What follows belongs to an exercise in optimizing a design on an open flow for small area, a short achievable clock period and few clock cycles; a production flow would make more cautious choices.
Power and IR drop assume default switching activity.

==> flow/design.v <==
package ahb_pkg;
    typedef logic [1:0] trans_t;
    localparam trans_t HTRANS_IDLE   = 2'b00;
    localparam trans_t HTRANS_BUSY   = 2'b01;    
    localparam trans_t HTRANS_NONSEQ = 2'b10;    
    localparam trans_t HTRANS_SEQ    = 2'b11;
    typedef logic [2:0] burst_t;
    localparam burst_t HBURST_SINGLE = 3'b000;
    localparam burst_t HBURST_INCR   = 3'b001;   
    localparam burst_t HBURST_INCR4  = 3'b011;
    localparam burst_t HBURST_INCR8  = 3'b101;
    localparam burst_t HBURST_INCR16 = 3'b111;
    localparam int WORD_STEP = 4;
endpackage
package master_pkg;
    localparam int ADDR_W = 32;
    localparam int DATA_W = 32;
    localparam int LEN_W = 4;    
    typedef logic [ADDR_W-1:0] addr_t;
    typedef logic [DATA_W-1:0] data_t;
    typedef logic [LEN_W-1:0]  len_t;
endpackage
`timescale 1ns/1ps
module beat_fifo
(
    input  logic   i_clk,
    input  logic   i_load,
    input  master_pkg::data_t  i_data,
    output master_pkg::data_t  o_data
);
    master_pkg::data_t word_q;
    assign o_data = word_q;
    always_ff @(posedge i_clk) begin
        if (i_load) begin
            word_q <= i_data;
        end
    end
endmodule
`timescale 1ns/1ps
module ahb_handshake
(
    input  logic   i_wdata_valid,
    input  logic   i_rdata_ready,
    input  logic   i_hready,
    input  logic   i_t0,
    input  logic   i_tw,
    input  logic   i_twh,
    input  logic   i_tr,
    input  logic   i_trh,
    input  logic   i_idle,
    input  logic   i_l0,
    input  logic   i_lw,
    input  logic   i_lr,
    input  logic   i_wr_free,
    input  logic   i_dp_wr,
    input  logic   i_rd_held,
    input  logic   i_dp_rd,
    output logic   o_active,
    output logic   o_req_ready,
    output logic   o_wdata_ready,
    output logic   o_rdata_valid
);
    assign o_active      = i_t0 | (i_wdata_valid & i_tw) | (i_rdata_ready & i_tr)
                                | (i_hready & i_wdata_valid & i_twh) | (i_hready & i_rdata_ready & i_trh);
    assign o_req_ready   = i_idle | (i_hready & i_l0) | (i_hready & i_wdata_valid & i_lw)
                                  | (i_hready & i_rdata_ready & i_lr);
    assign o_wdata_ready = i_wr_free | (i_hready & i_dp_wr);
    assign o_rdata_valid = i_rd_held | (i_hready & i_dp_rd);
endmodule
module ahb_txn_ctrl
(
    input  logic   i_clk,
    input  logic   i_reset_n,
    input  logic   i_req_valid,
    input  logic   i_req_read,
    input  master_pkg::addr_t  i_req_addr,
    input  master_pkg::len_t   i_req_len,
    output logic   o_req_ready,
    input  logic   i_wdata_valid,
    output logic   o_wdata_ready,
    output logic   o_wr_load,
    output logic   o_rdata_valid,
    input  logic   i_rdata_ready,
    output logic   o_rd_held,             
    input  logic   i_hready,
    output logic   o_hsel,
    output master_pkg::addr_t  o_haddr,
    output ahb_pkg::trans_t o_htrans,
    output ahb_pkg::burst_t o_hburst,
    output logic   o_hwrite
);
    logic          ld_q, st_q, last_q;
    logic          wr_held_q, rd_held_q, dp_wr_q, dp_rd_q;
    logic          hwrite_q;
    logic [2:0]    hburst_q;
    logic [3:0]    rem_q;
    logic [29:0]   haddr_q;
    logic          t0_q, tw_q, twh_q, tr_q, trh_q;
    logic          l0_q, lw_q, lr_q;
    logic          ld_d, shown_d, last_d, wr_held_d, rd_held_d, dp_wr_d, dp_rd_d, hwrite_d;
    logic          active, samp, done, take;
    logic          wr_push, wr_pop, rd_in;
    logic          cw, cr, c0;
    ahb_handshake u_hs (
        .i_wdata_valid(i_wdata_valid), .i_rdata_ready(i_rdata_ready), .i_hready(i_hready),
        .i_t0(t0_q), .i_tw(tw_q), .i_twh(twh_q), .i_tr(tr_q), .i_trh(trh_q),
        .i_idle(!ld_q), .i_l0(l0_q), .i_lw(lw_q), .i_lr(lr_q),
        .i_wr_free(!wr_held_q), .i_dp_wr(dp_wr_q), .i_rd_held(rd_held_q), .i_dp_rd(dp_rd_q),
        .o_active(o_htrans[1]), .o_req_ready(o_req_ready),
        .o_wdata_ready(o_wdata_ready), .o_rdata_valid(o_rdata_valid)
    );
    assign active  = t0_q | (i_wdata_valid & (tw_q | (twh_q & i_hready)))
                          | (i_rdata_ready & (tr_q | (trh_q & i_hready)));
    assign samp    = i_hready & active;
    assign done    = samp & last_q;
    assign take    = i_req_valid & (!ld_q | done);
    assign wr_pop    = i_hready & dp_wr_q;
    assign wr_push   = i_wdata_valid & (!wr_held_q | wr_pop);
    assign o_wr_load = wr_push;
    assign rd_in     = i_hready & dp_rd_q;
    assign o_rd_held = rd_held_q;
    assign ld_d      = take | (ld_q & !done);
    assign shown_d   = active & !i_hready;
    assign hwrite_d  = take ? !i_req_read : hwrite_q;
    assign last_d    = take ? (i_req_len == 4'd0) : (samp ? (rem_q == 4'd1) : last_q);
    assign wr_held_d = wr_push | (wr_held_q & !wr_pop);
    assign rd_held_d = (rd_in | rd_held_q) & !i_rdata_ready;
    assign dp_wr_d   = i_hready ? (samp & hwrite_q) : dp_wr_q;
    assign dp_rd_d   = i_hready ? (samp & !hwrite_q) : dp_rd_q;
    assign cw = ld_d & !shown_d & hwrite_d;
    assign cr = ld_d & !shown_d & !hwrite_d;
    assign c0 = ld_d & (shown_d | (hwrite_d & wr_held_d & !dp_wr_d)
                                | (!hwrite_d & !rd_held_d & !dp_rd_d));
    always_ff @(posedge i_clk or negedge i_reset_n) begin
        if (!i_reset_n) begin
            ld_q      <= 1'b0;
            st_q      <= 1'b0;
            wr_held_q <= 1'b0;
            rd_held_q <= 1'b0;
            dp_wr_q   <= 1'b0;
            dp_rd_q   <= 1'b0;
            t0_q      <= 1'b0;
            tw_q      <= 1'b0;
            twh_q     <= 1'b0;
            tr_q      <= 1'b0;
            trh_q     <= 1'b0;
            l0_q      <= 1'b0;
            lw_q      <= 1'b0;
            lr_q      <= 1'b0;
        end else begin
            ld_q      <= ld_d;
            st_q      <= !take & !done & (samp | st_q);
            wr_held_q <= wr_held_d;
            rd_held_q <= rd_held_d;
            dp_wr_q   <= dp_wr_d;
            dp_rd_q   <= dp_rd_d;
            t0_q      <= c0;
            tw_q      <= cw & !wr_held_d;
            twh_q     <= cw & dp_wr_d;
            tr_q      <= cr & rd_held_d;
            trh_q     <= cr & dp_rd_d;
            l0_q      <= last_d & c0;
            lw_q      <= last_d & cw & (!wr_held_d | dp_wr_d);
            lr_q      <= last_d & cr & (rd_held_d | dp_rd_d);
        end
    end
    always_ff @(posedge i_clk) begin
        last_q <= last_d;
        if (take) begin
            haddr_q  <= i_req_addr[31:2];
            rem_q    <= i_req_len;
            hwrite_q <= !i_req_read;
            case (i_req_len)
                4'd0:    hburst_q <= ahb_pkg::HBURST_SINGLE;
                4'd3:    hburst_q <= ahb_pkg::HBURST_INCR4;
                4'd7:    hburst_q <= ahb_pkg::HBURST_INCR8;
                4'd15:   hburst_q <= ahb_pkg::HBURST_INCR16;
                default: hburst_q <= ahb_pkg::HBURST_INCR;
            endcase
        end else if (samp) begin
            haddr_q[7:0] <= haddr_q[7:0] + 8'd1;    
            rem_q        <= rem_q - 4'd1;
        end
    end
    assign o_htrans[0] = st_q;
    assign o_hsel      = ld_q;
    assign o_haddr     = {haddr_q, 2'b00};
    assign o_hburst    = hburst_q;
    assign o_hwrite    = hwrite_q;
endmodule
`timescale 1ns/1ps
module ahb_master
(
    input  logic   i_clk,
    input  logic   i_reset_n,
    input  logic   i_req_valid,
    input  logic   i_req_read,
    input  master_pkg::addr_t  i_req_addr,
    input  master_pkg::len_t   i_req_len,
    output logic   o_req_ready,
    input  logic   i_wdata_valid,
    input  master_pkg::data_t  i_wdata,
    output logic   o_wdata_ready,
    output logic   o_rdata_valid,
    output master_pkg::data_t  o_rdata,
    input  logic   i_rdata_ready,
    output logic   o_hsel,
    output master_pkg::addr_t  o_haddr,
    output ahb_pkg::trans_t o_htrans,
    output ahb_pkg::burst_t o_hburst,
    output logic   o_hwrite,
    output master_pkg::data_t  o_hwdata,
    input  master_pkg::data_t  i_hrdata,
    input  logic   i_hready
);
    logic wr_load, rd_held;
    master_pkg::data_t rd_word_q;
    beat_fifo u_wr_buf (
        .i_clk(i_clk), .i_load(wr_load), .i_data(i_wdata), .o_data(o_hwdata)
    );
    assign o_rdata = rd_held ? rd_word_q : i_hrdata;
    always_ff @(posedge i_clk) begin
        rd_word_q <= o_rdata;
    end
    ahb_txn_ctrl u_ctrl (
        .i_clk(i_clk), .i_reset_n(i_reset_n),
        .i_req_valid(i_req_valid), .i_req_read(i_req_read),
        .i_req_addr(i_req_addr), .i_req_len(i_req_len), .o_req_ready(o_req_ready),
        .i_wdata_valid(i_wdata_valid), .o_wdata_ready(o_wdata_ready), .o_wr_load(wr_load),
        .o_rdata_valid(o_rdata_valid), .i_rdata_ready(i_rdata_ready), .o_rd_held(rd_held),
        .i_hready(i_hready),
        .o_hsel(o_hsel), .o_haddr(o_haddr), .o_htrans(o_htrans),
        .o_hburst(o_hburst), .o_hwrite(o_hwrite)
    );
endmodule
export LEC_CHECK = 0
export ABC_AREA = 1
export CAP_MARGIN = 20
export CORE_MARGIN = 2
export CORE_UTILIZATION = 40
export SETUP_SLACK_MARGIN = 1.9
export SLEW_MARGIN = 20
export SYNTH_HIERARCHICAL = 1
export SYNTH_MINIMUM_KEEP_SIZE = 0
create_clock -name core_clock -period 4.5 [get_ports {i_clk}]
standard.sh (not shown) runs the stock make flow with config.mk's settings and CLKGATE_MAP_FILE= SYNTH_SCRIPT=/design/flow/synth_recipe.tcl, a recipe that flattens the netlist after the stock synthesis.
==> flow/flow/run.sh <==
#!/bin/bash
# Standard layout; ports buffered with the smallest buffer, sizing free to change footprints
bash standard.sh BUFFER_PORTS_ARGS="-buffer_cell sky130_fd_sc_hd__buf_1" MATCH_CELL_FOOTPRINT=0 finish > standard.log 2>&1
Next try:
--- a/flow/design.v
+++ b/flow/design.v
@@ -46,13 +46,11 @@
     input  logic   i_tw,
     input  logic   i_twh,
     input  logic   i_tr,
     input  logic   i_trh,
     input  logic   i_idle,
-    input  logic   i_l0,
-    input  logic   i_lw,
-    input  logic   i_lr,
+    input  logic   i_last,
     input  logic   i_wr_free,
     input  logic   i_dp_wr,
     input  logic   i_rd_held,
     input  logic   i_dp_rd,
     output logic   o_active,
@@ -60,12 +58,12 @@
     output logic   o_wdata_ready,
     output logic   o_rdata_valid
 );
     assign o_active      = i_t0 | (i_wdata_valid & i_tw) | (i_rdata_ready & i_tr)
                                 | (i_hready & i_wdata_valid & i_twh) | (i_hready & i_rdata_ready & i_trh);
-    assign o_req_ready   = i_idle | (i_hready & i_l0) | (i_hready & i_wdata_valid & i_lw)
-                                  | (i_hready & i_rdata_ready & i_lr);
+    assign o_req_ready   = i_idle | (i_hready & i_last & (i_t0 | (i_wdata_valid & (i_tw | i_twh))
+                                                       | (i_rdata_ready & (i_tr | i_trh))));
     assign o_wdata_ready = i_wr_free | (i_hready & i_dp_wr);
     assign o_rdata_valid = i_rd_held | (i_hready & i_dp_rd);
 endmodule
 module ahb_txn_ctrl
 (
@@ -87,44 +85,43 @@
     output master_pkg::addr_t  o_haddr,
     output ahb_pkg::trans_t o_htrans,
     output ahb_pkg::burst_t o_hburst,
     output logic   o_hwrite
 );
-    logic          ld_q, st_q, last_q;
+    logic          ld_q, st_q;
     logic          wr_held_q, rd_held_q, dp_wr_q, dp_rd_q;
     logic          hwrite_q;
     logic [2:0]    hburst_q;
     logic [3:0]    rem_q;
     logic [29:0]   haddr_q;
     logic          t0_q, tw_q, twh_q, tr_q, trh_q;
-    logic          l0_q, lw_q, lr_q;
-    logic          ld_d, shown_d, last_d, wr_held_d, rd_held_d, dp_wr_d, dp_rd_d, hwrite_d;
+    logic          ld_d, shown_d, last, wr_held_d, rd_held_d, dp_wr_d, dp_rd_d, hwrite_d;
     logic          active, samp, done, take;
     logic          wr_push, wr_pop, rd_in;
     logic          cw, cr, c0;
     ahb_handshake u_hs (
         .i_wdata_valid(i_wdata_valid), .i_rdata_ready(i_rdata_ready), .i_hready(i_hready),
         .i_t0(t0_q), .i_tw(tw_q), .i_twh(twh_q), .i_tr(tr_q), .i_trh(trh_q),
-        .i_idle(!ld_q), .i_l0(l0_q), .i_lw(lw_q), .i_lr(lr_q),
+        .i_idle(!ld_q), .i_last(last),
         .i_wr_free(!wr_held_q), .i_dp_wr(dp_wr_q), .i_rd_held(rd_held_q), .i_dp_rd(dp_rd_q),
         .o_active(o_htrans[1]), .o_req_ready(o_req_ready),
         .o_wdata_ready(o_wdata_ready), .o_rdata_valid(o_rdata_valid)
     );
     assign active  = t0_q | (i_wdata_valid & (tw_q | (twh_q & i_hready)))
                           | (i_rdata_ready & (tr_q | (trh_q & i_hready)));
     assign samp    = i_hready & active;
-    assign done    = samp & last_q;
+    assign last    = (rem_q == 4'd0);
+    assign done    = samp & last;
     assign take    = i_req_valid & (!ld_q | done);
     assign wr_pop    = i_hready & dp_wr_q;
     assign wr_push   = i_wdata_valid & (!wr_held_q | wr_pop);
     assign o_wr_load = wr_push;
     assign rd_in     = i_hready & dp_rd_q;
     assign o_rd_held = rd_held_q;
     assign ld_d      = take | (ld_q & !done);
     assign shown_d   = active & !i_hready;
     assign hwrite_d  = take ? !i_req_read : hwrite_q;
-    assign last_d    = take ? (i_req_len == 4'd0) : (samp ? (rem_q == 4'd1) : last_q);
     assign wr_held_d = wr_push | (wr_held_q & !wr_pop);
     assign rd_held_d = (rd_in | rd_held_q) & !i_rdata_ready;
     assign dp_wr_d   = i_hready ? (samp & hwrite_q) : dp_wr_q;
     assign dp_rd_d   = i_hready ? (samp & !hwrite_q) : dp_rd_q;
     assign cw = ld_d & !shown_d & hwrite_d;
@@ -142,13 +139,10 @@
             t0_q      <= 1'b0;
             tw_q      <= 1'b0;
             twh_q     <= 1'b0;
             tr_q      <= 1'b0;
             trh_q     <= 1'b0;
-            l0_q      <= 1'b0;
-            lw_q      <= 1'b0;
-            lr_q      <= 1'b0;
         end else begin
             ld_q      <= ld_d;
             st_q      <= !take & !done & (samp | st_q);
             wr_held_q <= wr_held_d;
             rd_held_q <= rd_held_d;
@@ -157,17 +151,13 @@
             t0_q      <= c0;
             tw_q      <= cw & !wr_held_d;
             twh_q     <= cw & dp_wr_d;
             tr_q      <= cr & rd_held_d;
             trh_q     <= cr & dp_rd_d;
-            l0_q      <= last_d & c0;
-            lw_q      <= last_d & cw & (!wr_held_d | dp_wr_d);
-            lr_q      <= last_d & cr & (rd_held_d | dp_rd_d);
         end
     end
     always_ff @(posedge i_clk) begin
-        last_q <= last_d;
         if (take) begin
             haddr_q  <= i_req_addr[31:2];
             rem_q    <= i_req_len;
             hwrite_q <= !i_req_read;
             case (i_req_len)
After rerunning: The new run passed the timing, DRC and antenna checks. Sequential share of layout area fell by 1.2 points. Synthesized area went down by a few percent. Sequential cell count goes down by 4. Routed wire length shrinks by a few percent. Core utilization goes up by 1.8 points. Worst setup slack gets worse by 0.11 ns. Via count decreases slightly. Final area falls slightly. Clock power climbs by a few percent. Critical path depth is higher by 3. Power fell by a few percent. Final cell count is lower slightly. Count of clock-buffer cells in the layout shrinks by 7. Worst hold slack gets worse by 0.056 ns.
No functional check of the RTL was part of any run of this note.

==> re-timing with driven ports <==
The flow's constraints put no driver on any port. The routed layouts listed below were extracted and timed again, unchanged, in two steps.
Step 1, drivers: a clkbuf_16 drives i_clk and a buf_2 each remaining input, both assumed.
Step 2 times the ports against the registers' clock, not the clock port: input delays grow and output delays shrink by t, the midpoint of the rising clock arrivals with the driver on.
a / b / c = no drivers / after step 1 / after step 2; a / b = the first two.
run | t (ns) | setup slack, ns | clock arrival spread, ns
the first run | 0.522 | 2.036 / 1.999 / 1.853 | 0.012 / 0.012
the second run | 0.532 | 1.929 / 1.899 / 1.852 | 0.007 / 0.007
After both steps every run listed still meets setup and hold. The setup slack of the first run, which loses most, moves by -0.037 ns with the drivers and by -0.183 ns with both steps.
